This design comes from an exercise in tuning for small area, a short achievable clock period and few clock cycles per item on the open sky130 flow, not from production work.
At most, simulation tests tie the RTL to the original design; equivalence was not proved.
No activity file was given, so power comes from the tool's default toggle rates. The flow treats the clock pin as an ideal source, which a real chip does not have.

==> flow/design.v (excerpt) <==
module delayed_event_flag_table_unit (
    input  logic                              i_clk,
    input  logic                              i_rst_n,
    input  logic                              i_cfg_we,
    input  logic [defet_pkg::CFG_IDX_W-1:0]   i_cfg_idx,
    input  logic [defet_pkg::CFG_DATA_W-1:0]  i_cfg_data,
    input  logic                              i_in_valid,
    output logic                              o_in_stall,
    input  logic [1:0]                        i_func,
    input  logic [defet_pkg::ID_W-1:0]        i_event_id,
    input  logic [defet_pkg::TIME_W-1:0]      i_now_time,
    output logic                              o_out_valid,
    input  logic                              i_out_stall,
    output logic                              o_delivered,
    output logic                              o_in_range
);
clock: 7.0 ns
lec_check: 0
cap_margin: 20
core_margin: 2
core_utilization: 55
cts_cluster_diameter: 100
cts_cluster_size: 30
setup_slack_margin: 4.5
slew_margin: 20
standard.sh (not shown) runs the stock make flow with config.mk's settings and CLKGATE_MAP_FILE= SYNTH_SCRIPT=/design/flow/synth_recipe.tcl, a recipe that flattens the netlist after the stock synthesis.
==> flow/flow/run.sh <==
#!/bin/bash
# The standard layout (the standard.sh: ORFS from the standard synthesis to
# the final layout), with two changes:
#  - the port buffers are sky130_fd_sc_hd__buf_2 cells instead of the delay
#    buffers that buffer_ports picks by default;
#  - clock tree synthesis adds no dummy loads (CTS_ARGS replaces ORFS's
#    argument list, so it repeats the clustering settings of config.mk).
# ORFS's own logs stay under orfs/logs; make's output goes to flow.log.
set -euo pipefail
export BUFFER_PORTS_ARGS="-buffer_cell sky130_fd_sc_hd__buf_2"
export CTS_ARGS="-sink_clustering_enable -repair_clock_nets -dont_use_dummy_load -sink_clustering_size 30 -sink_clustering_max_diameter 100"
bash standard.sh > flow.log 2>&1
Then changed:
--- a/flow/design.v
+++ b/flow/design.v
@@ -24,40 +24,40 @@
         logic [BND_W-1:0]  short_start;
         logic [BND_W-1:0]  nodly_start;
     } t_cfg;
     localparam logic [TIME_W-1:0] LONG_DELAY_RST  = TIME_W'(60000);
     localparam logic [TIME_W-1:0] SHORT_DELAY_RST = TIME_W'(10000);
     localparam logic [BND_W-1:0]  SHORT_START_RST = BND_W'(64);
     localparam logic [BND_W-1:0]  NODLY_START_RST = BND_W'(128);
 endpackage
 module defet_sub_time (
-    input  logic [31:0] i_a,
+    input  logic [31:0] i_x,
     input  logic [31:0] i_b,
     output logic [31:0] o_diff
 );
     logic [31:0] g [6];
     logic [31:0] p [6];
     always_comb begin
-        g[0] = i_a & ~i_b;
-        p[0] = i_a | ~i_b;
+        g[0] = ~i_x & ~i_b;
+        p[0] = i_x | ~i_b;
         g[0][0] = p[0][0];   
         for (int l = 0; l < 5; l++) begin
             for (int i = 0; i < 32; i++) begin
                 if (((i >> l) & 1) == 1) begin
                     g[l+1][i] = g[l][i] | (p[l][i] & g[l][((i >> l) << l) - 1]);
                     p[l+1][i] = p[l][i] & p[l][((i >> l) << l) - 1];
                 end else begin
                     g[l+1][i] = g[l][i];
                     p[l+1][i] = p[l][i];
                 end
             end
         end
-        o_diff = i_a ^ ~i_b ^ {g[5][30:0], 1'b1};
+        o_diff = i_x ^ {g[5][30:0], 1'b1};
     end
 endmodule
 module defet_gt_time (
     input  logic [31:0] i_a,
     input  logic [31:0] i_b,
     output logic        o_gt
 );
     logic [31:0] g [6];
     logic [31:0] p [6];
@@ -184,47 +184,49 @@
     always_ff @(posedge i_clk) begin
         if (!i_rst_n) begin
             r_owed  <= '0;
             r_stall <= 1'b0;
         end else begin
             r_owed  <= n_owed;
             r_stall <= (n_owed >= 4'(CAP));
         end
     end
+    logic              in_range;
     logic              s0_v;
     logic [1:0]        s0_func;
     logic [7:0]        s0_id;
     logic              s0_inr;
-    logic [TIME_W-1:0] s0_now;
+    logic [TIME_W-1:0] s0_x;
     logic [TIME_W-1:0] r_stamp;
+    assign in_range = (i_event_id[15:8] == 8'd0);
     always_ff @(posedge i_clk) begin
         s0_v    <= i_rst_n && acc;
         s0_func <= i_func;
         s0_id   <= i_event_id[7:0];
-        s0_inr  <= (i_event_id[15:8] == 8'd0);
-        s0_now  <= i_now_time;
+        s0_inr  <= in_range;
+        s0_x    <= i_now_time ^ ~r_stamp;
     end
     always_ff @(posedge i_clk) begin
-        if (s0_v && s0_inr && s0_func == FUNC_DSET) begin
-            r_stamp <= s0_now;
+        if (i_rst_n && acc && in_range && i_func == FUNC_DSET) begin
+            r_stamp <= i_now_time;
         end
     end
     logic [TIME_W-1:0] el;
     logic              s1_v;
     logic [1:0]        s1_func;
     logic [7:0]        s1_id;
     logic [15:0]       s1_lo;
     logic              s1_inr;
     logic              s1_bs;
     logic              s1_bn;
     logic [TIME_W-1:0] s1_el;
     defet_sub_time u_el (
-        .i_a    (s0_now),
+        .i_x    (s0_x),
         .i_b    (r_stamp),
         .o_diff (el)
     );
     always_ff @(posedge i_clk) begin
         s1_v    <= i_rst_n && s0_v;
         s1_func <= s0_func;
         s1_id   <= s0_id;
         for (int l = 0; l < 16; l++) begin
             s1_lo[l] <= (s0_id[3:0] == 4'(l));
- hold slack is better by 23 ps
- via count goes down by a few percent
- global-route usage stays flat
- combinational power goes down by a few percent
- synthesized area goes down slightly
- power is about the same
- clock-buffer cell count stays the same
- setup slack is better by 33 ps
- maximum frequency goes up slightly
- wire length goes down slightly
- sequential power barely changes
- design area goes down by a few percent
Testbench counts after the change, summed over its fixed seeds: cycles 25,683, items 24,000.
No functional check of the RTL was part of the first run of this note.

## separate check: timing with driven ports
No port has a modelled driver above. Below, the same layouts with a new extraction and two added sets of constraints.
Step 1 (the two cells are an assumption about what drives the block):
set clk [get_ports {i_clk}]
set_driving_cell -lib_cell sky130_fd_sc_hd__clkbuf_16 $clk
set_driving_cell -lib_cell sky130_fd_sc_hd__buf_2 [delete_from_list [all_inputs] $clk]
Step 2 also shifts input and output timing later by t, the mid clock arrival at the registers, as if the neighbouring blocks saw the same clock.
Slacks: ideal / step 1 / step 2; pairs: ideal / step 1.
run	t (ns)	slack for setup (ns)	hold slack, ns	worst register clock-pin slew, ns
the first run	0.673	4.449 / 4.449 / 3.963	0.339 / 0.339 / 0.339	0.12 / 0.12
the second run	0.685	4.482 / 4.443 / 3.985	0.362 / 0.362 / 0.362	0.12 / 0.12
After both steps setup and hold are still met in every run listed. The setup slack of the second run, which loses most, moves by -0.039 ns with the drivers and by -0.497 ns with both steps.
